Context: an optimization exercise on an open-source flow, tuned for small area, a short achievable clock period and few clock cycles. The choices shown serve that exercise and are no tape-out recipe.
Function was checked by simulation only, so behaviour that the tests miss may differ from the original.
Power figures rest on the tool's default switching activity, not on a simulated workload.

## cic_decim
module cic_decim #(
  parameter int unsigned IN_W       = 16,
  parameter int unsigned OUT_W      = 16,
  parameter int unsigned STAGES     = 4,
  parameter int unsigned RATE       = 125,
  parameter int unsigned DIFF_DELAY = 1,
  parameter int unsigned CHANNELS   = 2,
  parameter int unsigned CH_W       = cic_decim_pkg::cic_ch_w(CHANNELS)
) (
  input  logic             clk,
  input  logic             reset_n,
  input  logic [IN_W-1:0]  in_data,
  input  logic [CH_W-1:0]  in_channel,
  input  logic             in_valid,
  output logic             in_ready,
  input  logic [1:0]       in_error,
  input  logic             in_startofpacket,
  input  logic             in_endofpacket,
  output logic [OUT_W-1:0] out_data,
  output logic [CH_W-1:0]  out_channel,
  output logic             out_valid,
  input  logic             out_ready,
  output logic [1:0]       out_error,
  output logic             out_startofpacket,
  output logic             out_endofpacket
);
For scale: about 810 flip-flops, about 48 I/O pins, roughly 32000 um2 of cells after synthesis.
clock: 18.0 ns
lec_check: 0
cap_margin: 20
core_margin: 2
core_utilization: 60
cts_buf_list: sky130_fd_sc_hd__clkbuf_16
cts_cluster_diameter: 90
cts_cluster_size: 30
slew_margin: 20
standard.sh (not shown) runs the stock make flow with config.mk's settings and CLKGATE_MAP_FILE= SYNTH_SCRIPT=/design/flow/synth_recipe.tcl, a recipe that flattens the netlist after the stock synthesis.
==> flow/flow/run.sh <==
#!/bin/bash
# Layout flow: the standard layout (standard.sh, ORFS from synthesis to the final layout)
# with two changes:
# * the buffers that ORFS puts on every input and output port are buf_2 cells (ORFS otherwise
#   picks its own, slow buffer cell for them);
# * repair_timing works towards a setup slack of 13.2 ns, so it speeds up the paths that would
#   otherwise stay slower than the port paths.
# make's full output (every tool it runs) goes to flow.log in the work folder; ORFS keeps each
# step's own log under orfs/logs/.
set -euo pipefail
export BUFFER_PORTS_ARGS="-buffer_cell sky130_fd_sc_hd__buf_2"
export SETUP_SLACK_MARGIN=13.2
bash standard.sh > flow.log 2>&1
The starting point completed with no timing, DRC or antenna violations.
Testbench counts at the start, summed over its fixed seeds: cycles 80,944.
Then changed:
==> flow/flow/run.sh (replaced) <==
#!/bin/bash
# Layout flow: the standard layout (standard.sh, ORFS from synthesis to the final layout)
# with one change: the buffers that ORFS puts on every input and output port are buf_2 cells
# (ORFS otherwise picks its own, slow buffer cell for them).
# make's full output (every tool it runs) goes to flow.log in the work folder; ORFS keeps each
# step's own log under orfs/logs/.
set -euo pipefail
export BUFFER_PORTS_ARGS="-buffer_cell sky130_fd_sc_hd__buf_2"
export SETUP_SLACK_MARGIN=13.25
bash standard.sh > flow.log 2>&1
Worst setup slack degrades by 0.013 ns.
Die area does not change.
Synthesized cell count stays the same.
Total power barely changes.
Wire length climbs slightly.
Non-clock buffer count climbs by 22.
Sequential power stays flat.
Cell area climbs slightly.
Then changed:
--- a/flow/flow/run.sh
+++ b/flow/flow/run.sh
@@ -3,2 +3,6 @@
-# with one change: the buffers that ORFS puts on every input and output port are buf_2 cells
-# (ORFS otherwise picks its own, slow buffer cell for them).
+# with two changes:
+# * the buffers that ORFS puts on every input and output port are buf_2 cells (ORFS otherwise
+#   picks its own, slow buffer cell for them);
+# * clock tree synthesis inserts no dummy loads;
+# * repair_timing works towards a setup slack of 13.2 ns, so it speeds up the paths that would
+#   otherwise stay slower than the port paths.
@@ -9 +13,2 @@
-export SETUP_SLACK_MARGIN=13.25
+export SETUP_SLACK_MARGIN=13.2
+export CTS_ARGS="-sink_clustering_enable -repair_clock_nets -buf_list sky130_fd_sc_hd__clkbuf_16 -sink_clustering_size 30 -sink_clustering_max_diameter 90 -dont_use_dummy_load"
After rerunning:
- combinational power barely changes
- final area fell by 1.4%
- via count fell by 0.77%
- core utilization fell by 0.90 points
- total power fell by 3.3%
- first-iteration DRC count rose by 4.1%
Then changed:
--- a/flow/flow/run.sh
+++ b/flow/flow/run.sh
@@ -3 +3 @@
-# with two changes:
+# with three changes:
Wire length does not change. Sequential cell count is unchanged. Register-to-register slack is about the same. Synthesized area does not change. Die area stays the same. Setup slack stays the same. Design area does not change.


Another version of the RTL of cic_decim (not shown whole).
Size: about 2600 cells after synthesis.
clock: 18.0 ns
lec_check: 0
cap_margin: 20
core_margin: 2
core_utilization: 62
cts_buf_list: sky130_fd_sc_hd__clkbuf_16
cts_cluster_diameter: 80
cts_cluster_size: 26
slew_margin: 20
==> flow/flow/run.sh <==
#!/bin/bash
# Layout flow: the standard layout (standard.sh, ORFS from synthesis to the final layout)
# with three changes:
# * the buffers that ORFS puts on every input and output port are buf_2 cells (ORFS otherwise
#   picks its own, slow buffer cell for them);
# * clock tree synthesis inserts no dummy loads;
# * repair_timing works towards a setup slack of 13.2 ns, so it speeds up the paths that would
#   otherwise stay slower than the port paths.
# make's full output (every tool it runs) goes to flow.log in the work folder; ORFS keeps each
# step's own log under orfs/logs/.
set -euo pipefail
export BUFFER_PORTS_ARGS="-buffer_cell sky130_fd_sc_hd__buf_2"
export SETUP_SLACK_MARGIN=13.2
export CTS_ARGS="-sink_clustering_enable -repair_clock_nets -buf_list sky130_fd_sc_hd__clkbuf_16 -sink_clustering_size 30 -sink_clustering_max_diameter 90 -dont_use_dummy_load"
bash standard.sh > flow.log 2>&1
The baseline produced a clean layout.
Testbench counts at the start, summed over its fixed seeds: cycles 80,584.
Change:
--- a/flow/flow/run.sh
+++ b/flow/flow/run.sh
@@ -6,3 +6,3 @@
 # * clock tree synthesis inserts no dummy loads;
-# * repair_timing works towards a setup slack of 13.2 ns, so it speeds up the paths that would
+# * repair_timing works towards a setup slack of 13.25 ns, so it speeds up the paths that would
 #   otherwise stay slower than the port paths.
@@ -12,3 +12,3 @@
 export BUFFER_PORTS_ARGS="-buffer_cell sky130_fd_sc_hd__buf_2"
-export SETUP_SLACK_MARGIN=13.2
+export SETUP_SLACK_MARGIN=13.25
 export CTS_ARGS="-sink_clustering_enable -repair_clock_nets -buf_list sky130_fd_sc_hd__clkbuf_16 -sink_clustering_size 30 -sink_clustering_max_diameter 90 -dont_use_dummy_load"
Settings changed: CORE_UTILIZATION 62 to 55, CTS_CLUSTER_DIAMETER 80 to 90, CTS_CLUSTER_SIZE 26 to 30.
Core utilization is lower by 7.0 points.
Sequential power is about the same.
Worst hold slack gains 0.016 ns.
Design area is higher by 1.1%.
Power is higher by 1.4%.
Change:
--- a/flow/flow/run.sh
+++ b/flow/flow/run.sh
@@ -6,3 +6,3 @@
 # * clock tree synthesis inserts no dummy loads;
-# * repair_timing works towards a setup slack of 13.25 ns, so it speeds up the paths that would
+# * repair_timing works towards a setup slack of 13.2 ns, so it speeds up the paths that would
 #   otherwise stay slower than the port paths.
@@ -12,3 +12,3 @@
 export BUFFER_PORTS_ARGS="-buffer_cell sky130_fd_sc_hd__buf_2"
-export SETUP_SLACK_MARGIN=13.25
+export SETUP_SLACK_MARGIN=13.2
 export CTS_ARGS="-sink_clustering_enable -repair_clock_nets -buf_list sky130_fd_sc_hd__clkbuf_16 -sink_clustering_size 30 -sink_clustering_max_diameter 90 -dont_use_dummy_load"
Settings changed: CORE_UTILIZATION 55 to 66.
Effect:
- non-clock buffer count grows by 9
- combinational power grows slightly
- maximum frequency grows slightly
- core utilization grows by 11 points
- design area shrinks slightly
- synthesized cell count does not change
- wire length shrinks slightly
Change:
==> flow/run.sh (new file) <==
#!/bin/bash
# synth_recipe.tcl (not shown) runs the flow's synth.tcl, then flattens the netlist and writes it again
# the make line also repeats each setting of config.mk as NAME=value (left out here)
make -C /OpenROAD-flow-scripts/flow DESIGN_CONFIG=/design/flow/config.mk WORK_HOME=/design/flow/orfs CLKGATE_MAP_FILE= SYNTH_SCRIPT=/design/flow/synth_recipe.tcl finish
Settings changed: CORE_UTILIZATION 66 to 60, SETUP_SLACK_MARGIN set to 5.
removed: flow/flow/run.sh
removed: flow/standard.sh
The changed run went through all stages and came out clean.
Via count drops by about 2.8%.
Die area climbs by about 10%.
Maximum frequency drops by about 18%.
Final area drops by 0.44%.
Routed wire length drops by about 4%.
Global-route usage drops by 2.3 points.
Setup slack is worse by 1.0 ns.
Final cell count climbs by 1.2%.
Clock skew drops by 0.048 ns.
Worst hold slack is better by 0.015 ns.


Starting RTL as in the previous note.
clock: 18.0 ns
lec_check: 0
cap_margin: 20
core_margin: 2
core_utilization: 62
cts_buf_list: sky130_fd_sc_hd__clkbuf_16
cts_cluster_diameter: 90
cts_cluster_size: 30
slew_margin: 20
==> flow/flow/run.sh <==
#!/bin/bash
# Layout flow: the standard layout (standard.sh, ORFS from synthesis to the final layout)
# with three changes:
# * the buffers that ORFS puts on every input and output port are buf_2 cells (ORFS otherwise
#   picks its own, slow buffer cell for them);
# * clock tree synthesis inserts no dummy loads;
# * repair_timing works towards a setup slack of 13.2 ns, so it speeds up the paths that would
#   otherwise stay slower than the port paths.
# make's full output (every tool it runs) goes to flow.log in the work folder; ORFS keeps each
# step's own log under orfs/logs/.
set -euo pipefail
export BUFFER_PORTS_ARGS="-buffer_cell sky130_fd_sc_hd__buf_2"
export SETUP_SLACK_MARGIN=13.2
export CTS_ARGS="-sink_clustering_enable -repair_clock_nets -buf_list sky130_fd_sc_hd__clkbuf_16 -sink_clustering_size 30 -sink_clustering_max_diameter 90 -dont_use_dummy_load"
bash standard.sh > flow.log 2>&1
The baseline passed the timing, design-rule and antenna checks.
Testbench counts at the start, summed over its fixed seeds: cycles 80,584.
Change:
--- a/flow/config.mk
+++ b/flow/config.mk
@@ -13,2 +13,3 @@
 export CTS_CLUSTER_SIZE = 30
+export GPL_TIMING_DRIVEN = 0
 export SLEW_MARGIN = 20
Effect: The changed run produced a clean layout. Synthesized cell count stays the same. Sequential cell count stays the same. Final cell count came out higher by 1.6%. Via count came out higher by 1.6%. Total power came out higher by 1.4%. Wire length came out higher by 6.9%. Combinational power came out higher by 4.9%.
Change:
--- a/flow/config.mk
+++ b/flow/config.mk
@@ -9,3 +9,3 @@
 export CORE_MARGIN = 2
-export CORE_UTILIZATION = 62
+export CORE_UTILIZATION = 55
 export CTS_BUF_LIST = sky130_fd_sc_hd__clkbuf_16
@@ -13,3 +13,2 @@
 export CTS_CLUSTER_SIZE = 30
-export GPL_TIMING_DRIVEN = 0
 export SLEW_MARGIN = 20
Outcome: Worst setup slack improves by 0.16 ns. Power is lower slightly. Sequential power barely changes. Die area rises by roughly a tenth. Routed wire length came out lower by a few percent. Global-route usage fell by 3.5 points. Fmax grows by a few percent. Via count came out lower slightly. Utilization decreases by 7.8 points. Final area barely changes. Count of clock-buffer cells in the layout is unchanged.

-- static timing again, ports no longer ideal --
How much do the figures lean on ideal ports? The routed layouts below were timed once more, with nothing changed but the port constraints.
Step 1 (the two cells are an assumption about what drives the block):
set clk [get_ports {clk}]
set_driving_cell -lib_cell sky130_fd_sc_hd__clkbuf_16 $clk
set_driving_cell -lib_cell sky130_fd_sc_hd__buf_2 [delete_from_list [all_inputs] $clk]
Step 2 also shifts input and output timing later by t, the mid clock arrival at the registers, as if the neighbouring blocks saw the same clock.
a / b / c = no drivers / after step 1 / after step 2; a / b = the first two.
run	shift t [ns]	slack for setup (ns)	worst register clock-pin slew, ns
the first run of note 1	0.645	13.238 / 13.180 / 13.030	0.11 / 0.11
the second run of note 1	0.644	13.226 / 13.167 / 13.020	0.11 / 0.11
the third run of note 1	0.623	13.248 / 13.189 / 13.031	0.11 / 0.11
the fourth run of note 1	0.623	13.248 / 13.189 / 13.031	0.11 / 0.11
the first run of note 2	0.611	13.247 / 13.187 / 13.215	0.11 / 0.11
the second run of note 2	0.619	13.203 / 13.173 / 13.175	0.11 / 0.11
the third run of note 2	0.619	13.225 / 13.166 / 13.212	0.12 / 0.12
the fourth run of note 2	0.643	12.206 / 12.206 / 12.206	0.11 / 0.11
the first run of note 3	0.611	13.247 / 13.187 / 13.215	0.11 / 0.11
the second run of note 3	0.616	13.074 / 13.074 / 13.074	0.11 / 0.11
the third run of note 3	0.624	13.232 / 13.193 / 13.168	0.11 / 0.11
After both steps setup and hold are still met in every run listed.
